This is an optimization exercise on Yosys and OpenROAD, whose aim is small area, a short achievable clock period and few clock cycles, not a production implementation.
The RTL was checked by simulation tests, not by an equivalence proof against the original design.

==> flow/design.v <==
module alu_cmd_responder #(
   parameter int WIDTH = 32
) (
   input  logic             clk,
   input  logic             rst,
   input  logic             cmd_valid,
   output logic             cmd_ready,
   input  logic [3:0]       cmd_op,
   input  logic [WIDTH-1:0] cmd_p,
   input  logic [WIDTH-1:0] cmd_q,
   output logic             rsp_valid,
   input  logic             rsp_ready,
   output logic [WIDTH-1:0] rsp_result,
   output logic [1:0]       rsp_error,
   output logic             busy
);
   localparam logic [3:0] OP_NOP = 4'b0000;
   localparam logic [3:0] OP_ADD = 4'b0001;
   localparam logic [3:0] OP_MUL = 4'b0010;
   localparam logic [3:0] OP_DIV = 4'b0011;
   localparam logic [3:0] OP_SUB = 4'b0100;
   localparam logic [3:0] OP_CLR = 4'b1100;
   localparam logic [3:0] OP_POW = 4'b1111;
   localparam logic [1:0] ERR_OK  = 2'b00;
   localparam logic [1:0] ERR_OVF = 2'b01;
   localparam logic [1:0] ERR_DIV = 2'b10;
   localparam logic [1:0] ERR_ILL = 2'b11;
   localparam logic [1:0] IMM_ACC  = 2'd0;
   localparam logic [1:0] IMM_ZERO = 2'd1;
   localparam logic [1:0] IMM_ONE  = 2'd2;
   localparam logic [1:0] IMM_P    = 2'd3;
   function automatic logic [31:0] sqInit(input logic [31:0] r);
      sqInit = {r[30:8], 1'b0, r[7:0]};
   endfunction
   function automatic logic [31:0] sqNext(input logic [31:0] x);
      sqNext = {x[23:17], 1'b0, x[16:9], 16'd0};
   endfunction
   logic        bsy;         
   logic        v1;          
   logic        kSub, kMul, kDiv, kPow, kImm;
   logic [1:0]  immSel;
   logic [1:0]  immErr;
   logic [31:0] P1;
   logic [31:0] acc;         
   logic [1:0]  accErr;
   logic        rspV;
   logic [31:0] X;           
   logic [7:0]  D;           
   logic        cin;         
   logic        first;       
   logic        xs;          
   logic        ovf;
   logic [1:0]  k;           
   logic [4:0]  i;           
   logic        cf;          
   logic        phSq;        
   logic [2:0]  nb;          
   logic [3:0]  qs;          
   logic        done;        
   logic        last;        
   logic        lastE;       
   logic        accept;
   logic        free;        
   logic        rdy;
   logic        pZero, pSmall, qBig;
   logic [4:0]  q5;
   logic        dAdd, dSub, dMul, dDiv, dPow, dImm;
   logic [1:0]  dSel, dErr;
   logic [2:0]  dNb;
   logic [3:0]  dQs;
   logic        dLast;
   assign free   = ~rspV | rsp_ready;
   assign rdy    = ~v1 | (lastE & free);
   assign accept = cmd_valid & rdy;
   assign pZero  = (cmd_p == 32'd0);
   assign pSmall = (cmd_p[31:8] == 24'd0);
   assign qBig   = |cmd_q[31:5];
   assign q5     = cmd_q[4:0];
   always_comb begin
      dAdd = 1'b0; dSub = 1'b0; dMul = 1'b0; dDiv = 1'b0; dPow = 1'b0; dImm = 1'b0;
      dSel = IMM_ACC; dErr = ERR_OK;
      case (cmd_op)
         OP_NOP: dImm = 1'b1;
         OP_ADD: dAdd = 1'b1;
         OP_SUB: dSub = 1'b1;
         OP_MUL: dMul = 1'b1;
         OP_DIV: begin
            if (pZero) begin dImm = 1'b1; dErr = ERR_DIV; end
            else dDiv = 1'b1;
         end
         OP_CLR: begin dImm = 1'b1; dSel = IMM_ZERO; end
         OP_POW: begin
            if (qBig) begin dImm = 1'b1; dErr = ERR_ILL; end
            else if (q5 == 5'd0) begin dImm = 1'b1; dSel = IMM_ONE; end
            else if (q5 == 5'd1) begin dImm = 1'b1; dSel = IMM_P; end
            else dPow = 1'b1;
         end
         default: begin dImm = 1'b1; dErr = ERR_ILL; end
      endcase
      if (q5[4])      begin dNb = 3'd4; dQs = q5[3:0]; end
      else if (q5[3]) begin dNb = 3'd3; dQs = {q5[2:0], 1'b0}; end
      else if (q5[2]) begin dNb = 3'd2; dQs = {q5[1:0], 2'b0}; end
      else            begin dNb = 3'd1; dQs = {q5[0], 3'b0}; end
      dLast = dImm | dAdd | dSub | (dMul & pSmall)
            | (dPow & (q5 == 5'd2) & (cmd_p[15:8] == 8'd0));
   end
   logic        go;
   logic        sqMode;
   logic [31:0] sIn;
   logic [39:0] full;
   logic        mOvf;
   logic [3:0]  dnz;
   logic        restZero, restZero2;
   logic        finalMul;
   logic        nextSq;
   logic        borrow;
   logic        aLtP;
   logic [31:0] remIn;
   logic [32:0] tA, tB;
   logic        qA, qB;
   logic [31:0] remA, remB, quo2;
   logic        sk16, sk4;
   assign go = v1 & free;
   assign sqMode = kPow & phSq;
   assign sIn    = first ? 32'd0 : acc;
   assign full   = {8'd0, sIn} + X * D + {39'd0, cin};
   assign mOvf   = ovf | (|full[39:32]) | (xs & (|D));
   always_comb begin
      for (int j = 0; j < 4; j++) dnz[j] = |P1[8*j +: 8];
      if (sqMode) begin
         restZero  = k[0] | (X[16:9] == 8'd0);
         restZero2 = 1'b1;
      end else begin
         restZero  = ~|(dnz & (4'hE << k));
         restZero2 = ~|(dnz & (4'hC << k)) | (k == 2'd3);
      end
   end
   assign finalMul = kMul | ((nb == 3'd1) & (~phSq | ~qs[3]));
   assign nextSq   = ~(phSq & qs[3]);
   assign borrow = ~full[32];
   assign aLtP   = acc < P1;
   assign lastE  = last | (kDiv & cf & aLtP);
   assign remIn = cf ? 32'd0 : acc;
   assign tA    = {remIn, X[31]} - {1'b0, P1};
   assign qA    = ~tA[32];
   assign remA  = qA ? tA[31:0] : {remIn[30:0], X[31]};
   assign tB    = {remA, X[30]} - {1'b0, P1};
   assign qB    = ~tB[32];
   assign remB  = qB ? tB[31:0] : {remA[30:0], X[30]};
   assign quo2  = {X[29:0], qA, qB};
   assign sk16  = (i > 5'd8) & (remIn[31:16] == 16'd0) & ({remIn[15:0], X[31:16]} < P1);
   assign sk4   = (i > 5'd2) & (remIn[31:28] == 4'd0) & ({remIn[27:0], X[31:28]} < P1);
   logic        fin;
   logic [31:0] resVal;
   logic [1:0]  resErr;
   assign fin = go & lastE;
   always_comb begin
      resVal = acc;
      resErr = ERR_OK;
      if (done) begin
         resVal = acc;
         resErr = (kMul | kPow) ? {1'b0, ovf} : ERR_OK;
      end else if (kImm) begin
         case (immSel)
            IMM_ACC:  resVal = acc;
            IMM_ZERO: resVal = 32'd0;
            IMM_ONE:  resVal = 32'd1;
            default:  resVal = P1;
         endcase
         resErr = immErr;
      end else if (kSub) begin
         resVal = full[31:0];
         resErr = {1'b0, borrow};
      end else if (kDiv) begin
         resVal = cf ? 32'd0 : quo2;
      end else begin
         resVal = full[31:0];
         resErr = {1'b0, mOvf};
      end
   end
   logic v1N, rspVN, lastN;
   logic [31:0] accN;
   assign v1N   = accept ? 1'b1 : (fin ? 1'b0 : v1);
   assign rspVN = fin | (rspV & ~rsp_ready);
   always_comb begin
      accN = acc;
      if (fin) accN = resVal;
      else if (go & ~done) begin
         if (kMul | kPow) begin
            accN = full[31:0];
         end else if (kDiv) begin
            if (cf & aLtP) accN = 32'd0;
            else if (sk16) accN = {remIn[15:0], X[31:16]};
            else if (sk4) accN = {remIn[27:0], X[31:28]};
            else accN = remB;
         end
      end
   end
   always_comb begin
      lastN = last;
      if (accept) lastN = dLast;
      else if (go & ~fin) begin
         if (kMul | kPow) begin
            lastN = finalMul & restZero2;
            if (restZero) begin
               if (finalMul) lastN = 1'b1;
               else if (~nextSq) lastN = (nb == 3'd1) & (P1[31:8] == 24'd0);
               else lastN = (nb == 3'd2) & ~qs[2] & (full[15:8] == 8'd0);
            end
         end else begin
            if (cf & aLtP) lastN = 1'b1;
            else if (sk16) lastN = (i == 5'd9);
            else if (sk4) lastN = (i == 5'd3);
            else lastN = (i == 5'd2);
         end
      end
   end
   always_ff @(posedge clk or posedge rst) begin
      if (rst) begin
         bsy  <= 1'b0;
         v1   <= 1'b0;
         rspV <= 1'b0;
         acc  <= 32'd0;
      end else begin
         bsy  <= v1N | rspVN;
         v1   <= v1N;
         rspV <= rspVN;
         acc  <= accN;
      end
   end
   always_ff @(posedge clk) begin
      if (fin) accErr <= resErr;
   end
   always_ff @(posedge clk) begin
      if (rdy) begin
         P1     <= cmd_p;
         kSub   <= dSub;
         kMul   <= dMul;
         kDiv   <= dDiv;
         kPow   <= dPow;
         kImm   <= dImm;
         immSel <= dSel;
         immErr <= dErr;
      end
   end
   always_ff @(posedge clk) begin
      last <= lastN;
      if (accept) begin
         cf    <= 1'b1;
         k     <= 2'd0;
         i     <= 5'd16;
         done  <= 1'b0;
         phSq  <= 1'b1;
         nb    <= dNb;
         qs    <= dQs;
         xs    <= 1'b0;
         cin   <= dSub;
         first <= dMul | dPow;
         ovf   <= dPow & (|cmd_p[31:16]);
         if (dAdd) X <= cmd_p;
         else if (dSub) X <= ~cmd_p;
         else if (dPow) X <= sqInit(cmd_p);
         else X <= accN;
         if (dMul | dPow) D <= cmd_p[7:0];
         else D <= 8'd1;
      end else if (go & ~fin) begin
         cf <= 1'b0;
         if (kMul | kPow) begin
            ovf   <= mOvf;
            first <= 1'b0;
            if (~restZero) begin
               X  <= sqMode ? sqNext(X) : {X[23:0], 8'd0};
               xs <= xs | (~sqMode & (|X[31:24]));
               D  <= sqMode ? X[16:9] : P1[8*(k+1) +: 8];
               k  <= k + 2'd1;
            end else begin
               first <= 1'b1;
               xs    <= 1'b0;
               k     <= 2'd0;
               if (finalMul) begin
                  done <= 1'b1;
               end else if (~nextSq) begin
                  phSq <= 1'b0;
                  X    <= full[31:0];
                  D    <= P1[7:0];
               end else begin
                  phSq <= 1'b1;
                  nb   <= nb - 3'd1;
                  qs   <= {qs[2:0], 1'b0};
                  X    <= sqInit(full[31:0]);
                  D    <= full[7:0];
                  ovf  <= mOvf | (|full[31:16]);
               end
            end
         end else begin
            if (cf & aLtP) begin
               done <= 1'b1;
            end else if (sk16) begin
               X <= {X[15:0], 16'd0};
               i <= i - 5'd8;
            end else if (sk4) begin
               X <= {X[27:0], 4'd0};
               i <= i - 5'd2;
            end else begin
               X <= quo2;
               i <= i - 5'd1;
            end
         end
      end
   end
   assign cmd_ready  = rdy;
   assign busy       = bsy;
   assign rsp_valid  = rspV;
   assign rsp_result = acc;
   assign rsp_error  = accErr;
endmodule
==> flow/run.sh <==
#!/bin/bash
# synth_recipe.tcl (not shown) runs the flow's synth.tcl, then flattens the netlist and writes it again
# the make line also repeats each setting of config.mk as NAME=value (left out here)
make -C /OpenROAD-flow-scripts/flow DESIGN_CONFIG=/design/flow/config.mk WORK_HOME=/design/flow/orfs CLKGATE_MAP_FILE= SYNTH_SCRIPT=/design/flow/synth_recipe.tcl finish
==> flow/config.mk <==
export PLATFORM = sky130hd
export DESIGN_NAME = alu_cmd_responder
export DESIGN_NICKNAME = alu_cmd_responder
export VERILOG_FILES = /design/flow/design.v
export SDC_FILE = /design/flow/constraint.sdc
export NUM_CORES = 4
export LEC_CHECK = 0
export CAP_MARGIN = 20
export CORE_MARGIN = 2
export CORE_UTILIZATION = 40
export PLACE_DENSITY = 0.6
export SETUP_SLACK_MARGIN = 5
export SLEW_MARGIN = 20
==> flow/constraint.sdc <==
create_clock -name core_clock -period 11.0 [get_ports {clk}]
set_input_delay 2.2000 -clock core_clock [delete_from_list [all_inputs] [get_ports {clk}]]
set_output_delay 2.2000 -clock core_clock [all_outputs]
set_load 0.01 [all_outputs]
==> results of run 1 <==
-- through the flow --
stage / instances / utilization (%) / hold WS (ns) / area [um^2]
2_1_floorplan: 3456 / - / 0.481 / 27200
3_3_place_gp: 4335 / 43.8 / 0.502 / 29400
3_5_place_dp: 4335 / 43.8 / 0.507 / 29400
4_1_cts: 4512 / 47.9 / 0.520 / 32100
5_1_grt: 4661 / 52.3 / 0.532 / 35100
6_report: 4665 / 52.4 / 0.520 / 35100
-- layer usage --
layer	vias to the layer above	GRT usage, %
li1	13000	-
met1	14800	48.6
met2	2394	54.6
met3	759	15.6
met4	16	22.9
met5	-	0
-- cells by family (layout without fill, tap and decap cells) --
group                    after synthesis  after routing
multiplexers                          53             53
buffers and inverters                552            876
AND/OR/NAND/NOR                     1207           1209
other                                  0              5
XOR/XNOR                              84             87
AO/OA/AOI/OAI                        977            979
flip-flops                           140            140
adder cells (fa/ha/maj)              443            443
-- layout make-up --
| cell class | instances | area [um^2] | area share [%] |
|---|---|---|---|
| flip-flops and latches | 140 | 3930 | 11.2 |
| multi-input cells | 2771 | 23600 | 67.1 |
| diodes | 5 | 12.5 | 0.0356 |
| repair buffers | 500 | 4550 | 13.0 |
| clock buffers | 18 | 429 | 1.22 |
| clock inverters | 14 | 159 | 0.453 |
| inverters | 344 | 1380 | 3.93 |
| well taps | 873 | 1090 | 3.11 |
-- final timing paths --
| check | from | end | slack [ns] | depth (start not counted) |
|---|---|---|---|---|
| max reg2reg | P1[0]$_DFFE_PN_ | X[27]$_DFFE_PP_ | 4.35 | 26 |
| min in group asynchronous | rst | acc[26]$_DFF_PP0_ | 2.19 | 3 |
| min reg2reg | qs[0]$_SDFFCE_PN0P_ | qs[1]$_DFFE_PP_ | 0.52 | 2 |
| max | P1[0]$_DFFE_PN_ | X[27]$_DFFE_PP_ | 4.35 | 26 |
| min | qs[0]$_SDFFCE_PN0P_ | qs[1]$_DFFE_PP_ | 0.52 | 2 |
| max in group asynchronous | rst | acc[3]$_DFF_PP0_ | 8.30 | 3 |
-- sequential cells by signal (all words and copies together), names as in the netlist, 2 cells and up --
| register | count |
|---|---|
| nb | 3 |
| immErr | 2 |
| i | 5 |
| P1 | 32 |
| k | 2 |
| qs | 4 |
| immSel | 2 |
| accErr | 2 |
| acc | 32 |
| D | 8 |
| X | 32 |
-- worst max-delay path, stage by stage (launching register included) --
cell	delay, ns
edfxtp_1	0.54
ha_4	0.23
fa_2	0.37
and4bb_2	0.35
o41ai_4	0.10
a211o_4	0.37
a2111oi_4	0.35
nor3_4	0.07
buf_12	0.18
xor2_4	0.13
buf_4	0.18
nor2_1	0.06
xnor2_1	0.32
ha_2	0.37
buf_4	0.15
o21ai_0	0.06
a21oi_1	0.11
a21oi_2	0.27
o311a_1	0.24
nand3_1	0.15
a41o_1	0.33
xnor2_1	0.49
a31oi_4	0.11
a211oi_4	0.29
nor2_1	0.07
o311a_1	0.31
o21a_1	0.19
-- cells in the final DEF, fill, tap and decap left out, types with 30 or more instances in the layout --
cell type and count:
nand2_1 391, buf_4 325, inv_1 293, a21oi_1 207, fa_1 207, nor2_1 204, ha_1 170, and2_1 160
o21ai_0 139, clkdlybuf4s50_1 107, edfxtp_1 94, a21o_1 81, nand3_1 70, nor3_1 58, o211ai_1 57, a31oi_1 47
ha_4 44, nand4_1 43, nand2b_1 43, xnor2_1 40, buf_6 39, nor4_1 35, mux2i_1 33, and3_1 30
-- repair_timing --
action / CTS / global route
pin swaps: 45 / 161
gates resized for setup: 218 / 365
gates cloned: 9 / 6
setup buffers: 136 / 141
endpoints found under the setup margin: 79 / 68
==> impl_metrics.csv, run 1 <==
group,metric,value,unit
status,status,"timing/DRC/antenna clean",
clocking,clk_pin_slew,0.07,ns
global_routing,grt_pass1_wl,197000,um
synth,synthAdderAreaFrac,26.5,%
clocking,clock_sinks,140,
drt,wl_met3,21100,um
worst_setup_path,cp.required,11.22,ns
place,place.gp.congestion,1.05,
synth,syn_inst,3456,
worst_setup_path,cp_max_fo,8,
global_routing,antenna_found_initial,11,
synth,syn_area_per_cell,7.82,um^2
floorplanning,pin_count,109,
drt,firstDrtPassIters,13,
floorplanning,num_rows,95,
global_routing,grt_usage,38.4,%
sta,period_needed,6.65,ns
clocking,postCtsHoldBufs,0,
place,port_buffers,108,
synth,synth_seq_cells,140,
job,cap_violations,0,
drt,vias_per_cell,6.63,
sta,hold_violations,0,
floorplanning,dieWidth,264,um
clocking,clk_latency,0.48,ns
drt,dr_wl_met2,56600,um
drt,drc,0,
synth,synth_compound_area_share,24.4,%
drt,ant_nets,0,
global_routing,grt.overflow.total,0,
floorplanning,die_y,264,um
sta,post-route-period-util,60.5,%
synth,syn-cell-area,27000,um^2
clocking,cts_max_level,4,
synth,synth-simple-area-share,22.0,%
worst_setup_path,startpoint_type,"flip-flop",
clocking,cts_buffers,17,
drt,dr.max_layer_used,"met5",
synth,synth_area_leaders,"fa_1 16%, ha_1 10%, edfxtp_1 10%",
synth,synth_top_family_by_area,"adder cells",
drt,routed_wl,141000,um
synth,yosysMostFrequentCell,"nand2_1",
drt,drtIter0Drc,4698,
synth,ys_types,99,
synth,synthXorXnorAreaFrac,2.75,%
worst_hold_path,min_path_type,"reg -> reg",
worst_setup_path,endpoint_kind,"flip-flop",
synth,yosys_warnings,1,
sta,worst_slew_margin_rel,18.8,%
global_routing,grt_start_max_net_pins,63,
clocking,cts-root-buf,"clkbuf_16",
floorplanning,core,67000,um^2
drt,wl_per_cell,30.3,um
synth,ys_async_sr_fraction,25.0,%
sta,fin_skew,0.0198,ns
synth,synth_top_cell_by_area,"fa_1",
sta,slew_violations,0,
floorplanning,dieArea,69600,um^2
drt,wl_met1,51600,um
clocking,cts_tree,"built",
place,dp_hpwl,97900,um
drt,num_vias,30900,
layout,drive_above_1_share,22.3,%
synth,synth_nets,3969,
sta,rsz0062_at_grt,"yes",
sta,worst_pin_slew,1.21,ns
place,place_ws,2.73,ns
synth,synth_common_cells,"403 x nand2_1, 340 x inv_1, 231 x a21oi_1",
worst_setup_path,worstSetupPathType,"reg -> reg",
clocking,clock_path_buffers,2,
layout,nets,4287,
sta,setup_ws,4.35,ns
synth,synthMuxAreaShare,2.03,%
sta,setup_viol,0,
layout,fill_cells,6340,
worst_setup_path,crit_arrival,6.87,ns
floorplanning,initial_core_util,40.3,%
synth,synth_edf_count,94,
sta,finalSetupTns,0,ns
global_routing,grt_pass1_vias,28400,
synth,ys_seq_area_share,14.5,%
synth,ys.flop_type,"edfxtp_1",
synth,synth_top_area_share,15.9,%
layout,syn2layout_area_growth,29.9,%
sta,max_freq,0.150,GHz
Testbench counts, summed over its fixed seeds: cycles 8,794.
==> inputs of run 2 (changes only) <==
--- a/flow/design.v
+++ b/flow/design.v
@@ -143,5 +143,5 @@
    assign remIn = cf ? 32'd0 : acc;
-   assign tA    = {remIn, X[31]} - {1'b0, P1};
+   assign tA    = {acc, X[31]} - {1'b0, P1};
    assign qA    = ~tA[32];
-   assign remA  = qA ? tA[31:0] : {remIn[30:0], X[31]};
+   assign remA  = qA ? tA[31:0] : {acc[30:0], X[31]};
    assign tB    = {remA, X[30]} - {1'b0, P1};
@@ -194,2 +194,3 @@
             else if (sk4) accN = {remIn[27:0], X[31:28]};
+            else if (cf) accN = 32'd0;
             else accN = remB;
@@ -213,2 +214,3 @@
             else if (sk4) lastN = (i == 5'd3);
+            else if (cf) lastN = 1'b0;
             else lastN = (i == 5'd2);
@@ -303,3 +305,3 @@
                i <= i - 5'd2;
-            end else begin
+            end else if (~cf) begin
                X <= quo2;
==> run 2 against run 1 <==
Against the previous run: first-iteration DRC count hardly changed; routed wire length down 4.3%; flip-flop and latch count unchanged; global-route usage is 0.32 points lower; maximum frequency decreased by 0.46%; critical endpoint is now X[31]$_DFFE_PP_; still clean on timing, DRC and antenna; cell count is 2.1% lower; non-clock buffer count down 23; sequential share of layout area rose by 0.14 points; via count down 1.7%; critical path type unchanged.
==> impl_metrics.csv, run 2 <==
group,metric,value,unit
status,status,"timing/DRC/antenna clean",
synth,synth_edf_count,94,
clocking,cts_buffers,17,
synth,syn_inst,3399,
sta,hold_violations,0,
worst_setup_path,startpoint_type,"flip-flop",
global_routing,grt_pass1_wl,191000,um
layout,syn2layout_area_growth,30.1,%
sta,holdWs,0.538,ns
sta,fin_skew,0.0145,ns
place,port_buffers,108,
worst_setup_path,path_delay_family,"adder cells",
worst_setup_path,cp_slowest_cell,"dfrtp_1",
synth,synth_top_cell_by_area,"fa_1",
worst_setup_path,r2r_slack,4.32,ns
sta,worst_pin_slew,1.40,ns
worst_setup_path,worstSetupPathType,"reg -> reg",
worst_setup_path,crit_top_cell,"fa_1",
drt,wl_per_cell,29.6,um
synth,ys_types,96,
place,place_area,28800,um^2
floorplanning,pin_count,109,
worst_setup_path,cp_max_fo,10,
sta,finalSetupTns,0,ns
synth,yosysMostFrequentCell,"nand2_1",
layout,final_common_cell,"nand2_1",
worst_hold_path,min_path_type,"reg -> reg",
global_routing,grt.overflow.total,0,
worst_setup_path,endpoint,"X[31]$_DFFE_PP_",
clocking,clk_latency,0.48,ns
sta,setup_viol,0,
floorplanning,dieWidth,262,um
drt,ant_nets,0,
worst_setup_path,slowest_delay,0.55,ns
layout,final_cell_mix,"361 x nand2_1, 297 x buf_4, 287 x inv_1",
clocking,cts_tree,"built",
global_routing,grt_usage,38.1,%
synth,yosys_warnings,1,
synth,synth_seq_cells,140,
worst_setup_path,critPathBufInv,6,
worst_hold_path,hold_path_depth,2,
drt,drc,0,
worst_setup_path,crit_arrival,6.90,ns
global_routing,grt_pass1_vias,28700,
worst_setup_path,rr_endpoint,"X[31]$_DFFE_PP_",
clocking,clk_pin_slew,0.08,ns
sta,post-route-period-util,60.7,%
worst_setup_path,crit_cells,24,
floorplanning,initial_core_util,40.4,%
place,dp_hpwl,91100,um
synth,ys_seq_area_share,14.7,%
worst_setup_path,crit_path_start,"acc[12]$_DFF_PP0_",
synth,synth_top_area_share,16.2,%
drt,vias_per_cell,6.65,
layout,instances_no_fill,4566,
place,place.gp.congestion,1.04,
synth,synth_common_cells,"377 x nand2_1, 324 x inv_1, 230 x ha_1",
place,dp.cells,4252,
synth,ys.flop_type,"edfxtp_1",
sta,period_needed,6.68,ns
synth,synth_nets,3916,
worst_setup_path,r2r.worst_path.cells,24,
floorplanning,die_y,262,um
synth,syn-cell-area,26600,um^2
drt,routed_wl,135000,um
synth,syn_area_per_cell,7.84,um^2
layout,stdcell_area,34700,um^2
sta,slew_violations,0,
clocking,cts-root-buf,"clkbuf_16",
sta,max_freq,0.150,GHz
drt,drtIter0Drc,4701,
worst_setup_path,r2r_start,"acc[12]$_DFF_PP0_",
drt,num_vias,30400,
floorplanning,core,65900,um^2
synth,synth_area_leaders,"fa_1 16%, ha_1 11%, edfxtp_1 11%",
global_routing,antenna_found_initial,8,
sta,worst_slew_margin_rel,6.30,%
layout,drive_above_1_share,22.8,%
job,cap_violations,0,
layout,nets,4200,
drt,firstDrtPassIters,11,
floorplanning,num_rows,94,
floorplanning,dieArea,68700,um^2
layout,reg.largest.list,"P1: 32 flops, X: 32 flops, acc: 32 flops",
synth,ys_async_sr_fraction,25.0,%
clocking,clock_path_buffers,2,
worst_setup_path,worstPathCellList,"buf_6 -> nand2b_4 -> fa_1 -> inv_1 -> fa_1 -> inv_1 -> fa_2 -> fa_1 -> inv_2 -> ha_4 -> nand3_4 -> or3_4 -> a211oi_4 -> o211ai_1 -> buf_4 -> o21ai_4 -> a21oi_4 -> o2111ai_2 -> or3b_4 -> buf_6 -> nand2_1 -> a311o_1 -> nand3_2 -> o311a_4",
worst_setup_path,cp.required,11.22,ns
clocking,cts_max_level,4,
global_routing,grt_start_max_net_pins,56,
clocking,clock_sinks,140,
worst_setup_path,endpoint_kind,"flip-flop",
sta,rsz0062_at_grt,"yes",
run 2: cell types whose count changed in the layout (fill, tap and decap cells not counted), sizes merged, moves of 12 or more:
cell,previous run,this run
a21o,84,68
a21oi,232,218
o211ai,57,45
nand2,403,377
o21ai,192,224
buf,383,363
clkinvlp,22,9
mux2i,39,51
run 2: worst min-delay path by stage:
stage                        startpoint                 endpoint  slack, ns
floorplan             i[2]$_SDFFE_PP0P_        i[2]$_SDFFE_PP0P_       0.48
global placement      i[2]$_SDFFE_PP0P_        i[2]$_SDFFE_PP0P_       0.52
detailed placement    phSq$_SDFFE_PP1P_        phSq$_SDFFE_PP1P_       0.53
CTS                   phSq$_SDFFE_PP1P_        phSq$_SDFFE_PP1P_       0.53
global route        immErr[1]$_DFFE_PN_  accErr[1]$_SDFFCE_PP0P_       0.58
finish                i[2]$_SDFFE_PP0P_        i[2]$_SDFFE_PP0P_       0.54
run 2: cell type report:
cell class	count	area (um^2)
Fill cell	6175	31200
Multi-Input combinational cell	2721	23400
Timing Repair Buffer	477	4400
Sequential cell	140	3930
Inverter	326	1260
Tap cell	864	1080
Clock buffer	17	425
Clock inverter	15	164
Antenna cell	6	15.0
run 2: layer usage:
layer	global-route usage, %	wire, um	vias up
met5	0.139	115	-
met4	23.7	11800	6
met3	14.5	19100	772
met2	55.5	54900	2466
met1	47.4	49300	14500
li1	-	-	12700
run 2: timing repair:
item                       CTS  global route
setup buffers              140           119
cloned                      14             3
gates resized for setup    288           335
setup endpoints to repair   84            64
hold buffers                 0             0
pin swaps                   88           159
run 2: worst min-delay path, cell delays in order (launching register included):
cell,delay (ns)
dfxtp_1,0.34
o21ai_0,0.08
a21oi_1,0.07
run 2: kinds of logic after synthesis:
logic type	synth area share (%)
xor+xnor	2.86
compound gates	23.8
flops	14.7
mux	2.54
buf+inv	7.87
simple gates	21.3
fa+ha+maj	27.0
run 2: metrics by stage:
stage	setup slack, ns	util [%]
finish	4.32	52.6
floorplan	4.81	-
detailed placement	2.93	43.8
CTS	4.39	48.7
global placement	3.06	43.8
global route	4.25	52.6
Testbench counts of run 2, summed over its fixed seeds: cycles 8,808.
==> inputs of run 3 (changes only) <==
--- a/flow/design.v
+++ b/flow/design.v
@@ -184,14 +184,53 @@
    assign rspVN = fin | (rspV & ~rsp_ready);
+   logic        aFull, aRem, aQuo;
+   logic [31:0] accE;
+   assign aFull = (fin & ~done & ~kImm & ~kDiv) | (go & ~fin & ~done & (kMul | kPow));
+   assign aRem  = go & ~fin & ~done & kDiv & ~cf & ~sk16 & ~sk4;
+   assign aQuo  = fin & ~done & kDiv & ~cf;
    always_comb begin
-      accN = acc;
-      if (fin) accN = resVal;
-      else if (go & ~done) begin
+      accE = acc;
+      if (fin) begin
+         if (~done & kImm) begin
+            case (immSel)
+               IMM_ACC:  accE = acc;
+               IMM_ZERO: accE = 32'd0;
+               IMM_ONE:  accE = 32'd1;
+               default:  accE = P1;
+            endcase
+         end else if (~done & kDiv) begin
+            accE = 32'd0;
+         end
+      end else if (go & ~done & kDiv) begin
+         if (sk16) accE = {remIn[15:0], X[31:16]};
+         else if (sk4) accE = {remIn[27:0], X[31:28]};
+         else accE = 32'd0;
+      end
+   end
+   always_comb begin
+      if (aFull) accN = full[31:0];
+      else if (aRem) accN = remB;
+      else if (aQuo) accN = quo2;
+      else accN = accE;
+   end
+   logic        xFromAcc, xFull, xSqi, xQuo;
+   logic [31:0] xE, xN;
+   assign xFromAcc = ~(dAdd | dSub | dPow);
+   assign xFull = accept ? (xFromAcc & aFull)
+                         : (go & ~fin & (kMul | kPow) & restZero & ~finalMul);
+   assign xSqi  = ~accept & nextSq;
+   assign xQuo  = accept ? (xFromAcc & aQuo)
+                         : (go & ~fin & ~done & kDiv & ~cf & ~sk16 & ~sk4);
+   always_comb begin
+      xE = X;
+      if (accept) begin
+         if (dAdd) xE = cmd_p;
+         else if (dSub) xE = ~cmd_p;
+         else if (dPow) xE = sqInit(cmd_p);
+         else xE = accE;
+      end else if (go & ~fin) begin
          if (kMul | kPow) begin
-            accN = full[31:0];
-         end else if (kDiv) begin
-            if (cf & aLtP) accN = 32'd0;
-            else if (sk16) accN = {remIn[15:0], X[31:16]};
-            else if (sk4) accN = {remIn[27:0], X[31:28]};
-            else if (cf) accN = 32'd0;
-            else accN = remB;
+            if (~restZero) xE = sqMode ? sqNext(X) : {X[23:0], 8'd0};
+         end else if (~done) begin
+            if (sk16) xE = {X[15:0], 16'd0};
+            else if (sk4) xE = {X[27:0], 4'd0};
          end
@@ -200,2 +239,7 @@
    always_comb begin
+      if (xFull) xN = xSqi ? sqInit(full[31:0]) : full[31:0];
+      else if (xQuo) xN = quo2;
+      else xN = xE;
+   end
+   always_comb begin
       lastN = last;
@@ -249,2 +293,3 @@
       last <= lastN;
+      X    <= xN;
       if (accept) begin
@@ -261,6 +306,2 @@
          ovf   <= dPow & (|cmd_p[31:16]);
-         if (dAdd) X <= cmd_p;
-         else if (dSub) X <= ~cmd_p;
-         else if (dPow) X <= sqInit(cmd_p);
-         else X <= accN;
          if (dMul | dPow) D <= cmd_p[7:0];
@@ -273,3 +314,2 @@
             if (~restZero) begin
-               X  <= sqMode ? sqNext(X) : {X[23:0], 8'd0};
                xs <= xs | (~sqMode & (|X[31:24]));
@@ -285,3 +325,2 @@
                   phSq <= 1'b0;
-                  X    <= full[31:0];
                   D    <= P1[7:0];
@@ -291,3 +330,2 @@
                   qs   <= {qs[2:0], 1'b0};
-                  X    <= sqInit(full[31:0]);
                   D    <= full[7:0];
@@ -300,9 +338,6 @@
             end else if (sk16) begin
-               X <= {X[15:0], 16'd0};
                i <= i - 5'd8;
             end else if (sk4) begin
-               X <= {X[27:0], 4'd0};
                i <= i - 5'd2;
             end else if (~cf) begin
-               X <= quo2;
                i <= i - 5'd1;
==> run 3 against run 2 <==
Against the previous run: synthesized cell count decreased by 6.3%; synthesized area down 4.2%; maximum frequency increased by 4.8%; cell area fell by 8.5%; sequential share of layout area rose by 1.0 points; flip-flop and latch count stayed put; register-to-register slack gained 0.31 ns; worst setup slack improved by 0.31 ns; hold slack got worse by 0.023 ns; cell count decreased by 6.6%.
==> impl_metrics.csv, run 3 <==
group,metric,value,unit
worst_setup_path,startpoint_type,"flip-flop",
synth,synth_common_cells,"316 x inv_1, 316 x nand2_1, 229 x ha_1",
synth,synth_compound_area_share,23.3,%
sta,period_needed,6.38,ns
layout,reg.largest.list,"P1: 32 flops, X: 32 flops, acc: 32 flops",
drt,drc,0,
floorplanning,num_rows,92,
sta,setup_viol,0,
synth,synth-simple-area-share,20.9,%
synth,ys.flop_type,"edfxtp_1",
place,dp_hpwl,86700,um
drt,firstDrtPassIters,9,
synth,synth_top_area_share,16.9,%
sta,post-route-period-util,58.0,%
drt,ant_nets,0,
clocking,clock_path_buffers,2,
worst_setup_path,r2r_start,"P1[4]$_DFFE_PN_",
layout,syn2layout_area_growth,24.2,%
worst_setup_path,endpoint_kind,"flip-flop",
floorplanning,dieWidth,257,um
worst_setup_path,rr_endpoint,"acc[31]$_DFF_PP0_",
synth,yosys_warnings,1,
worst_hold_path,min_path_type,"reg -> reg",
synth,syn_inst,3186,
worst_setup_path,r2r.worst_path.cells,27,
job,cap_violations,0,
sta,hold_violations,0,
clocking,cts-root-buf,"clkbuf_16",
floorplanning,core,63100,um^2
layout,fill_cells,6094,
layout,nets,3917,
synth,synth_edf_count,94,
worst_setup_path,worstSetupPathType,"reg -> reg",
drt,num_vias,27600,
clocking,cts_max_level,4,
worst_setup_path,r2r_slack,4.62,ns
place,place_ws,3.57,ns
synth,synthMuxAreaShare,2.29,%
place,place.gp.congestion,1.09,
synth,ys_seq_area_share,15.3,%
synth,synthAdderAreaFrac,28.1,%
synth,synthXorXnorAreaFrac,2.67,%
synth,ys_async_sr_fraction,25.0,%
synth,syn_area_per_cell,8.01,um^2
worst_setup_path,endpoint,"acc[31]$_DFF_PP0_",
layout,final_common_cell,"nand2_1",
sta,rsz0062_at_grt,"yes",
sta,fin_skew,0.0223,ns
worst_setup_path,cp.required,11.35,ns
floorplanning,dieArea,65900,um^2
synth,synth_nets,3702,
layout,drive_above_1_share,16.5,%
global_routing,antenna_found_initial,7,
sta,finalSetupTns,0,ns
global_routing,grt_pass1_vias,26600,
clocking,clock_sinks,140,
sta,worst_pin_slew,1.33,ns
worst_setup_path,cp_slowest_cell,"edfxtp_1",
global_routing,grt.overflow.total,0,
floorplanning,initial_core_util,40.5,%
drt,routed_wl,123000,um
synth,synth_seq_cells,140,
sta,slew_violations,0,
global_routing,grt_pass1_wl,178000,um
clocking,clk_latency,0.48,ns
synth,synth_top_cell_by_area,"fa_1",
worst_setup_path,crit_top_cell,"buf_12",
layout,fin_util,50.3,%
clocking,clk_pin_slew,0.07,ns
synth,synth_top_family_by_area,"adder cells",
synth,syn-cell-area,25500,um^2
synth,synth_area_leaders,"fa_1 17%, ha_1 11%, edfxtp_1 11%",
worst_setup_path,crit_arrival,6.72,ns
drt,vias_per_cell,6.46,
drt,wl_per_cell,28.8,um
worst_setup_path,slowest_delay,0.57,ns
synth,ys_types,90,
floorplanning,die_y,257,um
worst_setup_path,crit_cells,27,
place,port_buffers,108,
worst_setup_path,cp_max_fo,5,
worst_setup_path,path_delay_family,"compound AO/OA/AOI/OAI gates",
global_routing,grt_usage,36.5,%
sta,max_freq,0.157,GHz
sta,worst_slew_margin_rel,10.6,%
global_routing,grt_start_max_net_pins,52,
clocking,cts_buffers,17,
clocking,cts_tree,"built",
layout,final_cell_mix,"311 x nand2_1, 299 x inv_1, 214 x buf_4",
floorplanning,pin_count,109,
worst_setup_path,critPathBufInv,6,
status,status,"timing/DRC/antenna clean",
worst_setup_path,crit_path_start,"P1[4]$_DFFE_PN_",
sta,setup_ws,4.62,ns
drt,drtIter0Drc,3908,
## run 3: changes by cell type after synthesis, moves of 9 or more
cell | previous run | this run
buf_1 | 24 | 9
xor2_1 | 38 | 29
nand2_1 | 377 | 316
a221o_1 | 10 | 19
o221ai_1 | 15 | 27
o21ai_0 | 213 | 201
nand3_1 | 72 | 45
and2_1 | 161 | 198
a21o_1 | 68 | 45
clkbuf_1 | 180 | 161
a22oi_1 | 17 | 26
nor2_1 | 206 | 192
o211ai_1 | 44 | 16
nand4_1 | 44 | 31
## run 3: what timing repair did
| action | 4_1_cts | 5_1_grt |
|---|---|---|
| buffers inserted | 111 | 53 |
| hold buffers | 0 | 0 |
| pin swaps | 66 | 100 |
| endpoints found under the setup margin | 55 | 56 |
| resized for setup | 195 | 138 |
| cloned | 12 | 0 |
## run 3: per-stage QoR
| step | hold slack, ns | cells | area [um^2] |
|---|---|---|---|
| after global placement | 0.500 | 4049 | 27800 |
| after CTS | 0.517 | 4206 | 30600 |
| after floorplan | 0.466 | 3186 | 25600 |
| final | 0.515 | 4265 | 31700 |
| after global routing | 0.543 | 4260 | 31700 |
| after detailed placement | 0.497 | 4051 | 27800 |
## run 3: routing by layer
layer	track usage, %	vias to the layer above	share of wire [%]
li1	-	11800	-
met1	46.5	13300	39
met4	23.8	8	8.0
met2	52.8	1970	41
met5	0.585	-	0.077
met3	11.7	536	12
## run 3: layout make-up
type	count	area (um^2)	share of cell area [%]
Clock buffer	17	425	1.34
Antenna cell	5	12.5	0.0395
Multi-Input combinational cell	2549	21300	67.1
Clock inverter	15	168	0.529
Sequential cell	140	3920	12.4
Tap cell	846	1060	3.34
Inverter	319	1220	3.84
Timing Repair Buffer	374	3620	11.4
## run 3: worst min-delay path by stage
| stage | start | end | cells past startpoint |
|---|---|---|---|
| 6_report | i[4]$_SDFFE_PP1P_ | i[4]$_SDFFE_PP1P_ | 2 |
| 3_3_place_gp | i[4]$_SDFFE_PP1P_ | i[4]$_SDFFE_PP1P_ | 2 |
| 5_1_grt | i[4]$_SDFFE_PP1P_ | i[4]$_SDFFE_PP1P_ | 2 |
| 3_5_place_dp | i[4]$_SDFFE_PP1P_ | i[4]$_SDFFE_PP1P_ | 2 |
| 2_1_floorplan | i[4]$_SDFFE_PP1P_ | i[4]$_SDFFE_PP1P_ | 2 |
| 4_1_cts | i[4]$_SDFFE_PP1P_ | i[4]$_SDFFE_PP1P_ | 2 |
## run 3: worst reg2reg max path: cells and delay by family (launching register included)
kind                       cells  cell delay, ns
muxes                          1            0.30
buffers and inverters          6            0.94
xor gates and xnor gates       1            0.24
adders and majority gates      2            0.62
DFF                            1            0.57
AOI/OAI and AO/OA             14            2.92
and+or+nand+nor                3            0.68
## run 3: logic make-up after synthesis
logic type | after synthesis
flops | 140
mux | 57
fa+ha+maj | 444
buf+inv | 497
compound gates | 902
simple gates | 1069
xor+xnor | 77
Testbench counts of run 3, summed over its fixed seeds: cycles 8,808.
==> inputs of run 4 (changes only) <==
--- a/flow/design.v
+++ b/flow/design.v
@@ -208,8 +208,9 @@
    end
-   always_comb begin
-      if (aFull) accN = full[31:0];
-      else if (aRem) accN = remB;
-      else if (aQuo) accN = quo2;
-      else accN = accE;
-   end
+   logic aOth;
+   assign aOth = ~aFull & ~aRem & ~aQuo;
+   assign accN = ({32{aFull}} & full[31:0])
+               | ({32{aRem & qB}} & tB[31:0])
+               | ({32{aRem & ~qB}} & {remA[30:0], X[30]})
+               | ({32{aQuo}} & quo2)
+               | ({32{aOth}} & accE);
    logic        xFromAcc, xFull, xSqi, xQuo;
==> run 4 against run 3 <==
Against the previous run: synthesized area grew 0.51%; flip-flop and latch count is the same; non-clock buffer count decreased by 29; critical path depth decreased by 13; via count fell by 1.6%; register-to-register slack gained 0.15 ns; core utilization down 0.42 points; die area rose by 0.50%; global-route usage shrank 1.5 points; maximum frequency rose by 2.4%.
==> impl_metrics.csv, run 4 <==
group,metric,value,unit
synth,synth_area_leaders,"fa_1 17%, ha_1 11%, edfxtp_1 11%",
sta,worst_pin_slew,1.20,ns
layout,reg.largest.list,"P1: 32 flops, X: 32 flops, acc: 32 flops",
floorplanning,dieWidth,257,um
synth,syn_inst,3146,
global_routing,top_usage_layer,"met2",
clocking,postCtsHoldBufs,0,
sta,post-route-period-util,56.6,%
global_routing,grt.overflow.total,0,
sta,worst_slew_margin_rel,18.9,%
drt,drc,0,
place,place.gp.congestion,1.04,
sta,rsz0062_at_grt,"yes",
synth,synth_common_cells,"318 x inv_1, 267 x nand2_1, 229 x ha_1",
synth,synth_seq_cells,140,
layout,final_cell_mix,"298 x inv_1, 265 x nand2_1, 212 x fa_1",
drt,routed_wl,118000,um
place,port_buffers,108,
worst_setup_path,worstPathCellList,"buf_4 -> nor2b_1 -> ha_1 -> and4_1 -> a221oi_1 -> o21ai_0 -> a31o_2 -> a21oi_1 -> o21a_1 -> or3_1 -> buf_4 -> nand3_1 -> o21ai_0 -> a221o_1",
job,cap_violations,0,
layout,drive_above_1_share,15.9,%
global_routing,use_met3,8.25,%
worst_setup_path,path_delay_family,"compound AO/OA/AOI/OAI gates",
clocking,cts_buffers,17,
synth,ys.flop_type,"edfxtp_1",
drt,wl_per_cell,28.2,um
sta,period_needed,6.23,ns
worst_setup_path,slowest_delay,0.97,ns
synth,synth_edf_count,94,
worst_setup_path,endpoint_kind,"flip-flop",
drt,num_vias,27100,
sta,max_freq,0.161,GHz
floorplanning,dieArea,66200,um^2
worst_setup_path,cp_slowest_cell,"o21ai_0",
global_routing,grt_usage,35.0,%
drt,vias_per_cell,6.46,
layout,fill_cells,5976,
global_routing,antenna_found_initial,3,
floorplanning,initial_core_util,40.6,%
synth,synth_top_cell_by_area,"fa_1",
layout,nets,3852,
clocking,clock_path_buffers,2,
drt,firstDrtPassIters,7,
worst_setup_path,startpoint_type,"flip-flop",
sta,setup_viol,0,
clocking,clk_pin_slew,0.07,ns
synth,synth_top_area_share,16.8,%
clocking,cts-root-buf,"clkbuf_16",
synth,syn-cell-area,25700,um^2
floorplanning,num_rows,92,
clocking,cts_tree,"built",
worst_setup_path,cp_max_fo,26,
clocking,cts_max_level,4,
synth,ys_async_sr_fraction,25.0,%
global_routing,use_met1,48.1,%
place,dp_hpwl,86300,um
synth,syn_area_per_cell,8.16,um^2
worst_hold_path,min_path_type,"reg -> reg",
synth,synth_nets,3662,
synth,yosysMostFrequentCell,"inv_1",
global_routing,grt_pass1_vias,26500,
synth,yosys_warnings,1,
worst_setup_path,critPathBufInv,2,
global_routing,grt_start_max_net_pins,53,
layout,multi_input_area,21400,um^2
drt,drtIter0Drc,3914,
layout,syn2layout_area_growth,22.7,%
layout,final_common_cell,"inv_1",
global_routing,grt_pass1_wl,174000,um
floorplanning,pin_count,109,
synth,ys_types,83,
worst_setup_path,crit_arrival,6.63,ns
status,status,"timing/DRC/antenna clean",
floorplanning,core,63200,um^2
sta,hold_violations,0,
sta,slew_violations,0,
worst_setup_path,cp.required,11.40,ns
worst_setup_path,worstSetupPathType,"reg -> reg",
clocking,clk_latency,0.48,ns
layout,seq_area,3940,um^2
drt,ant_nets,0,
clocking,clock_sinks,140,
sta,finalSetupTns,0,ns
sta,fin_skew,0.0151,ns
global_routing,grtUsageMet2,51.8,%
floorplanning,die_y,257,um
synth,ys_seq_area_share,15.3,%
## run 4: cell count changes after synthesis, moves of 25 or more
| cell | before | now |
|---|---|---|
| a21o_1 | 45 | 70 |
| nand2_1 | 316 | 267 |
| o211ai_1 | 16 | 42 |
| o21ai_0 | 201 | 149 |
| nor2_1 | 192 | 166 |
| nand3_1 | 45 | 78 |
## run 4: per-layer routing
layer | vias up | routed length, um
li1 | 11700 | -
met1 | 13400 | 47900
met2 | 1699 | 50200
met3 | 349 | 13700
met4 | 2 | 6660
met5 | - | 11
## run 4: worst min-delay path: cells and delay by family, from the launching register on
family           cells  cell delay (ns)
AO/OA/AOI/OAI        1             0.05
AND/OR/NAND/NOR      1             0.07
flip-flops           1             0.33
## run 4: through the flow
stage	setup WS [ns]	hold slack, ns	utilization, %	instance area (um^2)	std cells
floorplan	5.00	0.430	-	25700	3146
global placement	3.60	0.464	43.8	27700	3984
detailed placement	3.39	0.471	43.8	27700	3984
CTS	4.87	0.489	48.4	30600	4144
global route	4.55	0.519	49.8	31500	4196
finish	4.77	0.485	49.8	31500	4198
## run 4: path summary, 6_finish.rpt
path	cells after the start	slack, ns	startpoint	endpoint
min reg2reg	2	0.48	xs$_SDFFE_PP0P_	xs$_SDFFE_PP0P_
max	14	4.77	acc[4]$_DFF_PP0_	acc[7]$_DFF_PP0_
max in group asynchronous	3	8.39	rst	acc[24]$_DFF_PP0_
min	2	0.48	xs$_SDFFE_PP0P_	xs$_SDFFE_PP0P_
min in group asynchronous	3	2.16	rst	acc[12]$_DFF_PP0_
max reg2reg	14	4.77	acc[4]$_DFF_PP0_	acc[7]$_DFF_PP0_
## run 4: cell type report
type	count	share of cell area, %
diodes	3	0.0238
clock buffers	21	1.57
clock inverters	11	0.250
inverters	321	3.91
multi-input cells	2511	67.8
flip-flops and latches	140	12.5
well taps	846	3.36
repair buffers	345	10.6
## run 4: repair_timing
action	in CTS	in global routing
pin swaps	80	72
buffers inserted	123	50
cloned	5	0
resized for setup	214	103
setup endpoints to repair	54	47
## run 4: logic make-up (layout without fill, tap and decap cells)
logic type / Yosys count / after routing / synth area share [%]
AOI/OAI and AO/OA: 900 / 901 / 23.4
adders and majority gates: 444 / 444 / 27.9
buffers and inverters: 496 / 698 / 7.33
DFF: 140 / 140 / 15.3
and+or+nand+nor: 1014 / 1014 / 20.3
muxes: 74 / 74 / 2.96
other: 0 / 3 / 0
xor gates and xnor gates: 78 / 78 / 2.76
Testbench counts of run 4, summed over its fixed seeds: cycles 8,808.
==> inputs of run 5 (changes only) <==
--- a/flow/design.v
+++ b/flow/design.v
@@ -239,7 +239,8 @@
    end
-   always_comb begin
-      if (xFull) xN = xSqi ? sqInit(full[31:0]) : full[31:0];
-      else if (xQuo) xN = quo2;
-      else xN = xE;
-   end
+   logic xOth;
+   assign xOth = ~xFull & ~xQuo;
+   assign xN = ({32{xFull & xSqi}} & sqInit(full[31:0]))
+             | ({32{xFull & ~xSqi}} & full[31:0])
+             | ({32{xQuo}} & quo2)
+             | ({32{xOth}} & xE);
    always_comb begin
@@ -277,4 +278,14 @@
    end
+   logic eLate;
+   logic hiNZ;
+   logic [1:0] accErrN;
+   assign eLate = fin & ~done & ~kImm & ~kDiv;
+   assign hiNZ  = |full[39:32];
+   always_comb begin
+      accErrN = accErr;
+      if (eLate) accErrN = {1'b0, kSub ? ~full[32] : (ovf | (xs & (|D)) | hiNZ)};
+      else if (fin) accErrN = resErr;
+   end
    always_ff @(posedge clk) begin
-      if (fin) accErr <= resErr;
+      accErr <= accErrN;
    end
==> run 5 against run 4 <==
Against the previous run: core utilization fell by 1.1 points; synthesized area fell by 0.46%; flip-flop and latch count did not move; critical endpoint is now acc[2]$_DFF_PP0_; global-route usage up 0.20 points; hold slack got worse by 0.030 ns.
==> impl_metrics.csv, run 5 <==
group,metric,value,unit
status,status,"timing/DRC/antenna clean",
global_routing,grt_pass1_vias,26300,
drt,ant_nets,0,
sta,slew_violations,0,
worst_setup_path,endpoint_kind,"flip-flop",
sta,worst_pin_slew,1.29,ns
sta,setup_viol,0,
layout,drive_above_1_share,13.6,%
layout,stdcell_area,30800,um^2
floorplanning,core,63100,um^2
drt,vias_per_cell,6.55,
place,port_buffers,108,
floorplanning,initial_core_util,40.5,%
synth,synth_area_leaders,"fa_1 17%, ha_1 11%, edfxtp_1 7.2%",
floorplanning,dieWidth,257,um
synth,synth_edf_count,61,
synth,synth_top_cell_by_area,"fa_1",
sta,post-route-period-util,55.2,%
layout,nets,3877,
synth,ys.flop_type,"edfxtp_1",
worst_setup_path,cp.required,11.32,ns
sta,fin_skew,0.0135,ns
layout,fill_cells,6323,
place,dp_hpwl,88000,um
clocking,clk_pin_slew,0.07,ns
layout,seq_area,3610,um^2
synth,ys_seq_area_share,14.0,%
floorplanning,die_y,257,um
synth,synth_seq_cells,140,
layout,reg.largest.list,"P1: 32 flops, X: 32 flops, acc: 32 flops",
worst_hold_path,hold_path_depth,2,
clocking,cts_max_level,4,
sta,holdWs,0.455,ns
global_routing,grt_usage,35.2,%
global_routing,grt_pass1_wl,174000,um
drt,firstDrtPassIters,13,
sta,worst_slew_margin_rel,14.2,%
clocking,clock_sinks,140,
worst_hold_path,min_path_type,"reg -> reg",
sta,period_needed,6.07,ns
floorplanning,num_rows,92,
drt,drtIter0Drc,4672,
sta,rsz0062_at_grt,"yes",
worst_setup_path,cp_max_fo,6,
job,cap_violations,0,
synth,ys_types,93,
place,place_area,27700,um^2
layout,syn2layout_area_growth,20.4,%
layout,final_common_cell,"nand2_1",
synth,ys_async_sr_fraction,25.0,%
synth,synth_common_cells,"332 x nand2_1, 309 x inv_1, 229 x ha_1",
synth,syn_inst,3194,
worst_setup_path,worstSetupPathType,"reg -> reg",
sta,max_freq,0.165,GHz
worst_setup_path,crit_arrival,6.39,ns
clocking,cts_buffers,17,
global_routing,antenna_found_initial,5,
floorplanning,pin_count,109,
place,place.gp.congestion,1.05,
synth,syn-cell-area,25500,um^2
clocking,clk_latency,0.47,ns
synth,syn_area_per_cell,8.00,um^2
worst_setup_path,startpoint_type,"flip-flop",
sta,finalSetupTns,0,ns
drt,routed_wl,123000,um
clocking,cts-root-buf,"clkbuf_16",
drt,wl_per_cell,29.0,um
sta,hold_violations,0,
global_routing,grt_start_max_net_pins,48,
drt,drc,0,
layout,multi_input_area,21100,um^2
clocking,cts_tree,"built",
floorplanning,dieArea,65900,um^2
layout,fin_util,48.8,%
layout,final_cell_mix,"329 x nand2_1, 286 x inv_1, 212 x fa_1",
global_routing,grt.overflow.total,0,
worst_setup_path,r2r.worst_path.cells,25,
synth,yosysMostFrequentCell,"nand2_1",
clocking,clock_path_buffers,2,
clocking,postCtsHoldBufs,0,
synth,yosys_warnings,1,
drt,num_vias,27700,
synth,synth_top_area_share,16.9,%
synth,synth_nets,3710,
run 5: cell count changes after synthesis, sizes merged, moves of 13 or more:
cell / change
nand2: +64
o21ai: +52
dfxtp: +33
edfxtp: -33
nand3: -33
a222oi: +29
a31oi: -26
a211oi: -25
and2: -19
a21oi: -18
nor2b: +17
nor2: +15
nor4: +14
mux2i: -13
run 5: cell type report:
cell class	count	share of cell area, %
clock buffer	27	1.95
multi-input combinational	2570	68.6
timing repair buffer	321	10.2
clock inverter	5	0.191
tap	846	3.44
sequential	140	11.7
inverter	311	3.85
antenna	5	0.0407
run 5: kinds of logic after synthesis:
kind of cell / after synthesis / share of synthesized area (%)
buffers and inverters: 487 / 7.35
AO/OA/AOI/OAI: 934 / 25.0
AND/OR/NAND/NOR: 1053 / 20.5
flip-flops: 140 / 14.0
XOR/XNOR: 86 / 3.02
multiplexers: 50 / 1.98
adder cells (fa/ha/maj): 444 / 28.1
run 5: layer usage:
| layer | vias to the layer above | GRT usage [%] | part of all wire (%) |
|---|---|---|---|
| met2 | 1986 | 52.2 | 42 |
| met4 | 6 | 17.7 | 6.7 |
| li1 | 11800 | - | - |
| met1 | 13300 | 45.3 | 38 |
| met3 | 568 | 12.0 | 13 |
| met5 | - | 0 | 0.14 |
run 5: repair_timing:
item,CTS,global route
buffers inserted,41,60
gates resized for setup,136,140
pin swaps,53,67
setup endpoints to repair,51,47
gates cloned,4,13
run 5: final timing paths:
kind | slack (ns) | startpoint | endpoint
min | 0.45 | accErr[1]$_SDFFE_PP0P_ | accErr[1]$_SDFFE_PP0P_
max | 4.93 | P1[6]$_DFFE_PN_ | acc[2]$_DFF_PP0_
max reg2reg | 4.93 | P1[6]$_DFFE_PN_ | acc[2]$_DFF_PP0_
min in group asynchronous | 2.20 | rst | acc[29]$_DFF_PP0_
max in group asynchronous | 8.32 | rst | acc[7]$_DFF_PP0_
min reg2reg | 0.45 | accErr[1]$_SDFFE_PP0P_ | accErr[1]$_SDFFE_PP0P_
run 5: critical path, cell delays in order, from the launching register on:
cell       delay [ns]
edfxtp_1         0.69
inv_2            0.20
ha_4             0.34
o21a_1           0.15
o211a_1          0.18
o31a_4           0.17
o21ai_4          0.09
o31ai_4          0.23
mux2i_4          0.30
and2_4           0.30
mux2_4           0.35
ha_4             0.29
nor2b_4          0.14
o31a_1           0.27
o2111ai_2        0.15
o211ai_2         0.17
a41oi_2          0.26
o21ai_2          0.25
a41oi_2          0.16
a21oi_2          0.26
xor2_4           0.22
buf_6            0.13
buf_12           0.13
buf_16           0.15
mux2i_1          0.21
o21ai_0          0.10
run 5: stage by stage:
stage,worst slack (ns),std cells
final,4.93,4225
after global routing,4.76,4223
after CTS,4.97,4144
after detailed placement,3.32,4067
after global placement,3.40,4067
after floorplan,5.07,3194
Testbench counts of run 5, summed over its fixed seeds: cycles 8,808.
==> inputs of run 6 (changes only) <==
--- a/flow/config.mk
+++ b/flow/config.mk
@@ -10,2 +10,3 @@
 export CORE_UTILIZATION = 40
+export GPL_ROUTABILITY_DRIVEN = 0
 export PLACE_DENSITY = 0.6
==> run 6 against run 5 <==
Against the previous run: still clean; maximum frequency fell by 1.6%; core utilization is 0.47 points lower; clock-buffer cell count shrank 8; critical path type is now in -> reg.
==> impl_metrics.csv, run 6 <==
group,metric,value,unit
worst_setup_path,crit_arrival,6.49,ns
worst_setup_path,crit_cells,12,
synth,syn-cell-area,25500,um^2
sta,holdWs,0.451,ns
clocking,clock_sinks,140,
clocking,cts_tree,"built",
layout,nets,3849,
job,cap_violations,0,
worst_setup_path,rr_endpoint,"ovf$_DFFE_PP_",
floorplanning,initial_core_util,40.5,%
drt,wl_per_cell,28.1,um
synth,syn_area_per_cell,8.00,um^2
synth,ys_types,93,
clocking,clock_path_buffers,2,
worst_hold_path,hold_path_depth,2,
synth,ys_seq_area_share,14.0,%
synth,synthXorXnorAreaFrac,3.02,%
sta,max_freq,0.162,GHz
worst_setup_path,critPathBufInv,3,
drt,vias_per_cell,6.56,
synth,synth_top_cell_by_area,"fa_1",
layout,drive_above_1_share,12.8,%
floorplanning,pin_count,109,
worst_setup_path,cp.required,11.32,ns
floorplanning,die_y,257,um
status,status,"timing/DRC/antenna clean",
layout,instances_no_fill,4197,
layout,fill_cells,6238,
sta,fin_skew,0.0172,ns
global_routing,grt_usage,33.7,%
floorplanning,dieArea,65900,um^2
synth,synth_common_cells,"332 x nand2_1, 309 x inv_1, 229 x ha_1",
worst_setup_path,worstSetupPathType,"in -> reg",
worst_setup_path,cp_max_fo,18,
place,port_buffers,108,
drt,drtIter0Drc,4401,
synth,synth_area_leaders,"fa_1 17%, ha_1 11%, edfxtp_1 7.2%",
synth,synth_seq_cells,140,
worst_setup_path,r2r.worst_path.cells,21,
clocking,clk_latency,0.48,ns
synth,synth-simple-area-share,20.5,%
drt,firstDrtPassIters,17,
synth,synth_edf_count,61,
worst_setup_path,path_delay_family,"compound AO/OA/AOI/OAI gates",
place,dp_hpwl,84100,um
worst_hold_path,min_path_type,"reg -> reg",
global_routing,antenna_found_initial,12,
drt,ant_nets,0,
sta,worst_pin_slew,1.20,ns
sta,hold_violations,0,
drt,drc,0,
synth,yosysMostFrequentCell,"nand2_1",
drt,routed_wl,118000,um
floorplanning,core,63100,um^2
worst_setup_path,startpoint_type,"primary input",
layout,fin_util,48.3,%
sta,worst_slew_margin_rel,19.1,%
worst_setup_path,cp_slowest_cell,"a2111oi_1",
sta,setup_viol,0,
synth,ys_async_sr_fraction,25.0,%
drt,num_vias,27500,
worst_hold_path,hp-start,"accErr[1]$_SDFFE_PP0P_",
layout,final_common_cell,"nand2_1",
worst_setup_path,worstPathCellList,"clkdlybuf4s50_1 -> nor2b_2 -> nor2_1 -> nand2_1 -> inv_1 -> a31oi_4 -> inv_2 -> mux2_2 -> a221oi_1 -> a2111oi_0 -> a2111oi_1 -> o31ai_1",
global_routing,grt_start_max_net_pins,48,
clocking,cts_max_level,4,
synth,synth_compound_area_share,25.0,%
synth,synth_top_area_share,16.9,%
global_routing,grt_pass1_wl,168000,um
synth,yosys_warnings,1,
clocking,clk_pin_slew,0.06,ns
clocking,cts-root-buf,"clkbuf_16",
sta,finalSetupTns,0,ns
sta,period_needed,6.17,ns
floorplanning,num_rows,92,
synth,ys.flop_type,"edfxtp_1",
synth,synthAdderAreaFrac,28.1,%
worst_setup_path,r2r_start,"D[3]$_DFFE_PP_",
synth,syn_inst,3194,
global_routing,grt_pass1_vias,25800,
floorplanning,dieWidth,257,um
synth,synth_nets,3710,
layout,final_cell_mix,"330 x nand2_1, 291 x inv_1, 210 x fa_1",
sta,slew_violations,0,
synth,synth_top_family_by_area,"adder cells",
worst_setup_path,r2r_slack,4.96,ns
worst_setup_path,endpoint_kind,"flip-flop",
layout,reg.largest.list,"P1: 32 flops, X: 32 flops, acc: 32 flops",
global_routing,grt.overflow.total,0,
synth,synthMuxAreaShare,1.98,%
worst_setup_path,slowest_delay,0.85,ns
layout,syn2layout_area_growth,19.3,%
sta,rsz0062_at_grt,"yes",
sta,post-route-period-util,56.1,%
worst_hold_path,hold_end,"accErr[1]$_SDFFE_PP0P_",
place,dp.cells,4069,
clocking,cts_buffers,17,
run 6: layout make-up:
type                       instances  area [um^2]  area share, %
clock buffer                      19          433           1.42
tap                              846         1060           3.47
sequential                       140         3610           11.9
multi-input combinational       2568        21100           69.3
inverter                         311         1170           3.85
clock inverter                    13          128          0.419
antenna                            5         12.5         0.0411
timing repair buffer             295         2950           9.67
run 6: per-layer routing:
| layer | track usage [%] | share of wire [%] | up-vias | wire length, um |
|---|---|---|---|---|
| met2 | 48.5 | 41 | 2023 | 48200 |
| met4 | 17.9 | 7.5 | 4 | 8860 |
| met5 | 0 | 0.022 | - | 26 |
| met3 | 13.5 | 14 | 671 | 16300 |
| met1 | 43.0 | 38 | 13100 | 44500 |
| li1 | - | - | 11800 | - |
run 6: kinds of logic (layout without fill, tap and decap cells):
kind of cell,after synthesis,after routing
AO/OA/AOI/OAI,934,935
other,0,5
flip-flops,140,140
adder cells (fa/ha/maj),444,444
AND/OR/NAND/NOR,1053,1053
XOR/XNOR,86,86
multiplexers,50,50
buffers and inverters,487,638
run 6: repair_timing:
item / 4_1_cts / 5_1_grt
hold buffers: 0 / 0
gates resized for setup: 108 / 166
cloned: 2 / 14
buffers inserted: 25 / 47
endpoints found under the hold margin: 0 / 0
endpoints found under the setup margin: 43 / 41
pin swaps: 30 / 89
run 6: worst max-delay path by stage:
stage | from | end
final | rsp_ready | X[17]$_DFF_P_
after global routing | P1[7]$_DFFE_PN_ | acc[0]$_DFF_PP0_
after CTS | P1[14]$_DFFE_PN_ | acc[0]$_DFF_PP0_
after detailed placement | P1[0]$_DFFE_PN_ | acc[0]$_DFF_PP0_
after global placement | P1[0]$_DFFE_PN_ | acc[6]$_DFF_PP0_
after floorplan | P1[0]$_DFFE_PN_ | acc[10]$_DFF_PP0_
run 6: stage by stage:
stage	setup slack [ns]	instance area (um^2)
2_1_floorplan	5.07	25500
3_5_place_dp	3.24	27800
3_3_place_gp	3.36	27700
5_1_grt	4.79	30500
4_1_cts	4.96	29100
6_report	4.83	30500
run 6: worst register-to-register path, cell delays in order, from the launching register on:
cell and delay [ns]:
edfxtp_1 0.49, buf_6 0.19, clkbuf_16 0.16, and2_1 0.15, fa_1 0.43, fa_1 0.48, fa_1 0.55, inv_1 0.05
fa_1 0.48, inv_1 0.05, ha_2 0.33, a211oi_2 0.28, o21ai_1 0.14, a31o_2 0.25, a21o_1 0.18, a41oi_2 0.20
o221ai_1 0.16, a21oi_2 0.20, xnor2_2 0.12, or4_1 0.59, o21ai_1 0.18, a31oi_2 0.10

afterwards: timing with drivers on the ports:
How much do the figures lean on ideal ports? The routed layouts below were timed once more, with nothing changed but the port constraints.
Step 1 (the two cells are an assumption about what drives the block):
set clk [get_ports {clk}]
set_driving_cell -lib_cell sky130_fd_sc_hd__clkbuf_16 $clk
set_driving_cell -lib_cell sky130_fd_sc_hd__buf_2 [delete_from_list [all_inputs] $clk]
Step 2 moves the port delays by t, midway between the first and last clock arrival at a register: inputs arrive t later, outputs are due t later. That takes back most of the time a late clock gives input paths.
a / b / c = ideal / step 1 / step 2; a / b = the first two.
run	t, ns	slack for setup (ns)	worst setup path at the end	pins driven straight from the clock port
run 1	0.525	4.350 / 4.350 / 4.350	register to register	1
run 2	0.532	4.319 / 4.319 / 4.319	register to register	1
run 3	0.532	4.625 / 4.625 / 4.292	input to register	1
run 4	0.543	4.774 / 4.774 / 4.383	input to register	1
run 5	0.522	4.930 / 4.930 / 4.473	input to register	1
run 6	0.524	4.830 / 4.860 / 4.335	input to register	1
After both steps every run listed still meets setup and hold. The setup slack of run 6, which loses most, moves by +0.030 ns with the drivers and by -0.495 ns with both steps.
